Background: an optimization exercise with open tools, aiming at small area. Do not read the settings as production practice. Only simulation tests tie the RTL to the original design; equivalence was not proved.

==> quartz: inputs <==
Design register_file, start of the top module:
module register_file #(
  parameter int DATA_W = 32,
  parameter int ADDR_W = 5
) (
  input  logic              clk,
  input  logic              rst,
  input  logic              RegWrite,
  input  logic [ADDR_W-1:0] WriteReg,
  input  logic [DATA_W-1:0] WriteData,
  input  logic [ADDR_W-1:0] ReadReg1,
  input  logic [ADDR_W-1:0] ReadReg2,
  output logic [DATA_W-1:0] ReadData1,
  output logic [DATA_W-1:0] ReadData2,
  output logic [15:0]       WriteCount
);
==> module register_file, before the edit <==
module register_file #(
  parameter int DATA_W = 32,
  parameter int ADDR_W = 5
) (
  input  logic              clk,
  input  logic              rst,
  input  logic              RegWrite,
  input  logic [ADDR_W-1:0] WriteReg,
  input  logic [DATA_W-1:0] WriteData,
  input  logic [ADDR_W-1:0] ReadReg1,
  input  logic [ADDR_W-1:0] ReadReg2,
  output logic [DATA_W-1:0] ReadData1,
  output logic [DATA_W-1:0] ReadData2,
  output logic [15:0]       WriteCount
);
  localparam int DEPTH = 1 << ADDR_W;
  logic [DATA_W-1:0] regs [DEPTH];
  logic [15:0]       write_count;
  logic              wr_commit;
  logic [DATA_W-1:0] rd1_arr;
  logic [DATA_W-1:0] rd2_arr;
  assign wr_commit = RegWrite && (WriteReg != '0);
  always_ff @(posedge clk or posedge rst) begin
    if (rst) begin
      for (int i = 0; i < DEPTH; i++) begin
        regs[i] <= '0;
      end
      write_count <= '0;
    end else if (wr_commit) begin
      regs[WriteReg] <= WriteData;
      write_count    <= write_count + 16'd1;
    end
  end
  assign WriteCount = write_count;
  assign rd1_arr = (ReadReg1 == '0) ? '0 : regs[ReadReg1];
  assign rd2_arr = (ReadReg2 == '0) ? '0 : regs[ReadReg2];
  assign ReadData1 = rd1_arr;
  assign ReadData2 = rd2_arr;
endmodule
Settings: LEC_CHECK=0, CAP_MARGIN=20, CORE_MARGIN=2, CORE_UTILIZATION=32, PLACE_DENSITY=0.5, SLEW_MARGIN=20; clock period 8.0 ns.
run.sh (not shown) runs the stock make flow with config.mk's settings and CLKGATE_MAP_FILE= SYNTH_SCRIPT=/design/flow/synth_recipe.tcl, a recipe that flattens the netlist after the stock synthesis.
==> raven (differences from quartz) <==
==> flow/design.v (replaced) <==
module register_file #(
  parameter int DATA_W = 32,
  parameter int ADDR_W = 5
) (
  input  logic              clk,
  input  logic              rst,
  input  logic              RegWrite,
  input  logic [ADDR_W-1:0] WriteReg,
  input  logic [DATA_W-1:0] WriteData,
  input  logic [ADDR_W-1:0] ReadReg1,
  input  logic [ADDR_W-1:0] ReadReg2,
  output logic [DATA_W-1:0] ReadData1,
  output logic [DATA_W-1:0] ReadData2,
  output logic [15:0]       WriteCount
);
  localparam int DEPTH = 1 << ADDR_W;
  logic [DEPTH-1:1][DATA_W-1:0] regs;
  logic [DEPTH-1:1][DATA_W-1:0] regs_d;
  logic [DEPTH-1:1]             valid;
  logic [DEPTH-1:1]             wr_en;
  logic [DEPTH-1:1]             wr_en_n;
  logic [DEPTH-1:1]             sel1;
  logic [DEPTH-1:1]             sel2;
  logic [15:0]                  write_count;
  logic                         wr_commit;
  assign wr_commit = RegWrite && (WriteReg != '0);
  always_ff @(posedge clk or posedge rst) begin
    if (rst) begin
      write_count <= '0;
    end else if (wr_commit) begin
      write_count <= write_count + 16'd1;
    end
  end
  assign WriteCount = write_count;
  for (genvar i = 1; i < DEPTH; i++) begin : g_reg
    assign wr_en[i]   = RegWrite && (WriteReg == ADDR_W'(i));
    assign wr_en_n[i] = !wr_en[i];
    always_ff @(posedge clk or posedge rst) begin
      if (rst) begin
        valid[i] <= 1'b0;
      end else if (wr_en[i]) begin
        valid[i] <= 1'b1;
      end
    end
    for (genvar b = 0; b < DATA_W; b++) begin : g_bit
      register_file_hold u_hold (
        .en(wr_en[i]), .en_n(wr_en_n[i]), .wd(WriteData[b]), .q(regs[i][b]), .d(regs_d[i][b])
      );
    end
    always_ff @(posedge clk) begin
      regs[i] <= regs_d[i];
    end
    assign sel1[i] = valid[i] && (ReadReg1 == ADDR_W'(i));
    assign sel2[i] = valid[i] && (ReadReg2 == ADDR_W'(i));
  end
  for (genvar b = 0; b < DATA_W; b++) begin : g_rd
    logic [DEPTH-1:1] col;
    for (genvar i = 1; i < DEPTH; i++) begin : g_col
      assign col[i] = regs[i][b];
    end
    register_file_rdbit u_rd1 (.sel(sel1), .d(col), .q(ReadData1[b]));
    register_file_rdbit u_rd2 (.sel(sel2), .d(col), .q(ReadData2[b]));
  end
endmodule
module register_file_hold (
  input  logic en,
  input  logic en_n,
  input  logic wd,
  input  logic q,
  output logic d
);
  assign d = (en & wd) | (en_n & q);
endmodule
module register_file_ao3n (
  input  logic [2:0] sel,
  input  logic [2:0] d,
  output logic       q_n
);
  assign q_n = !(|(sel & d));
endmodule
module register_file_rdbit (
  input  logic [31:1] sel,
  input  logic [31:1] d,
  output logic        q
);
  logic [9:0] t_n;
  for (genvar k = 0; k < 10; k++) begin : g_t
    register_file_ao3n u_t (.sel(sel[3*k+3:3*k+1]), .d(d[3*k+3:3*k+1]), .q_n(t_n[k]));
  end
  assign q = !(&t_n) | (sel[31] & d[31]);
endmodule
==> flow/flow/run.sh (new file) <==
#!/bin/bash
# The standard layout with two changes: the port buffers use the smallest buffer cell, and clock
# tree synthesis clusters the flip-flops under clkbuf_4 buffers without inserting dummy loads.
set -euo pipefail
bash standard.sh \
  "BUFFER_PORTS_ARGS=-buffer_cell sky130_fd_sc_hd__buf_1" \
  "CTS_ARGS=-sink_clustering_enable -repair_clock_nets -dont_use_dummy_load -buf_list sky130_fd_sc_hd__clkbuf_4 -sink_clustering_size 10 -sink_clustering_max_diameter 40" \
  finish > standard_flow.log 2>&1
==> flow/standard.sh (new file) <==
#!/bin/bash
# synth_recipe.tcl (not shown) runs the flow's synth.tcl, then flattens the netlist and writes it again
# the make line also repeats each setting of config.mk as NAME=value (left out here)
make -C /OpenROAD-flow-scripts/flow DESIGN_CONFIG=/design/flow/config.mk WORK_HOME=/design/flow/orfs CLKGATE_MAP_FILE= SYNTH_SCRIPT=/design/flow/synth_recipe.tcl "${@:-finish}"
- CORE_UTILIZATION: 32 -> 50
- PLACE_DENSITY: 0.5 -> 0.6
- SYNTH_HIERARCHICAL: not set -> 1
- SYNTH_MINIMUM_KEEP_SIZE: not set -> 0
removed: flow/run.sh
==> harbor (differences from quartz) <==
==> flow/design.v (replaced) <==
module register_file #(
  parameter int DATA_W = 32,
  parameter int ADDR_W = 5
) (
  input  logic              clk,
  input  logic              rst,
  input  logic              RegWrite,
  input  logic [ADDR_W-1:0] WriteReg,
  input  logic [DATA_W-1:0] WriteData,
  input  logic [ADDR_W-1:0] ReadReg1,
  input  logic [ADDR_W-1:0] ReadReg2,
  output logic [DATA_W-1:0] ReadData1,
  output logic [DATA_W-1:0] ReadData2,
  output logic [15:0]       WriteCount
);
  localparam int DEPTH = 1 << ADDR_W;
  logic [DEPTH-1:1][DATA_W-1:0] regs;
  logic [DEPTH-1:1][DATA_W-1:0] regs_d;
  logic [DEPTH-1:1]             valid;
  logic [DEPTH-1:1]             wr_en;
  logic [DEPTH-1:1]             wr_en_n;
  logic [DEPTH-1:1]             sel1;
  logic [DEPTH-1:1]             sel2;
  logic [15:0]                  write_count;
  logic                         wr_commit;
  assign wr_commit = RegWrite && (WriteReg != '0);
  always_ff @(posedge clk or posedge rst) begin
    if (rst) begin
      write_count <= '0;
    end else if (wr_commit) begin
      write_count <= write_count + 16'd1;
    end
  end
  assign WriteCount = write_count;
  for (genvar i = 1; i < DEPTH; i++) begin : g_reg
    assign wr_en[i]   = RegWrite && (WriteReg == ADDR_W'(i));
    assign wr_en_n[i] = !wr_en[i];
    always_ff @(posedge clk or posedge rst) begin
      if (rst) begin
        valid[i] <= 1'b0;
      end else if (wr_en[i]) begin
        valid[i] <= 1'b1;
      end
    end
    for (genvar b = 0; b < DATA_W; b++) begin : g_bit
      register_file_hold u_hold (
        .en(wr_en[i]), .en_n(wr_en_n[i]), .wd(WriteData[b]), .q(regs[i][b]), .d(regs_d[i][b])
      );
    end
    always_ff @(posedge clk) begin
      regs[i] <= regs_d[i];
    end
    assign sel1[i] = valid[i] && (ReadReg1 == ADDR_W'(i));
    assign sel2[i] = valid[i] && (ReadReg2 == ADDR_W'(i));
  end
  for (genvar b = 0; b < DATA_W; b++) begin : g_rd
    logic [DEPTH-1:1] col;
    for (genvar i = 1; i < DEPTH; i++) begin : g_col
      assign col[i] = regs[i][b];
    end
    register_file_rdbit u_rd1 (.sel(sel1), .d(col), .q(ReadData1[b]));
    register_file_rdbit u_rd2 (.sel(sel2), .d(col), .q(ReadData2[b]));
  end
endmodule
module register_file_hold (
  input  logic en,
  input  logic en_n,
  input  logic wd,
  input  logic q,
  output logic d
);
  assign d = (en & wd) | (en_n & q);
endmodule
module register_file_ao3n (
  input  logic [2:0] sel,
  input  logic [2:0] d,
  output logic       q_n
);
  assign q_n = !(|(sel & d));
endmodule
module register_file_rdbit (
  input  logic [31:1] sel,
  input  logic [31:1] d,
  output logic        q
);
  logic [9:0] t_n;
  for (genvar k = 0; k < 10; k++) begin : g_t
    register_file_ao3n u_t (.sel(sel[3*k+3:3*k+1]), .d(d[3*k+3:3*k+1]), .q_n(t_n[k]));
  end
  assign q = !(&t_n) | (sel[31] & d[31]);
endmodule
- CORE_UTILIZATION: 32 -> 45
- PLACE_DENSITY: 0.5 -> 0.6
- SYNTH_HIERARCHICAL: not set -> 1
- SYNTH_MINIMUM_KEEP_SIZE: not set -> 0
==> notes <==
In critical path depth, raven and quartz do not differ. The highest final area belongs to quartz, the lowest to raven. In quartz the sequential cell count is lower than in raven, by 31. Between quartz and raven, the lower via count is in raven (gap 20%, measured against raven).

separate check: timing with driven ports:
No port has a modelled driver above. Below, the same layouts with a new extraction and two added sets of constraints.
Step 1: set_driving_cell puts a clkbuf_16 on clk and a buf_2 on each other input, an assumption about the parent block.
Step 2, shift: input delay + t, output delay - t, t = (earliest + latest rising clock arrival at the registers) / 2. This alone moves slack from input paths to output paths.
Three values: ideal, step 1, step 2; two values: the first two.
run	t (ns)	slack for setup (ns)	cell pins on the clock port's net
quartz	0.857	0.376 / 0.292 / 0.292	1
raven	1.139	1.613 / 1.533 / 1.533	1
harbor	0.746	0.658 / 0.624 / 0.624	1
After both steps setup and hold are still met in every run listed. The setup slack of quartz, which loses most, moves by -0.084 ns with the drivers and by -0.084 ns with both steps.
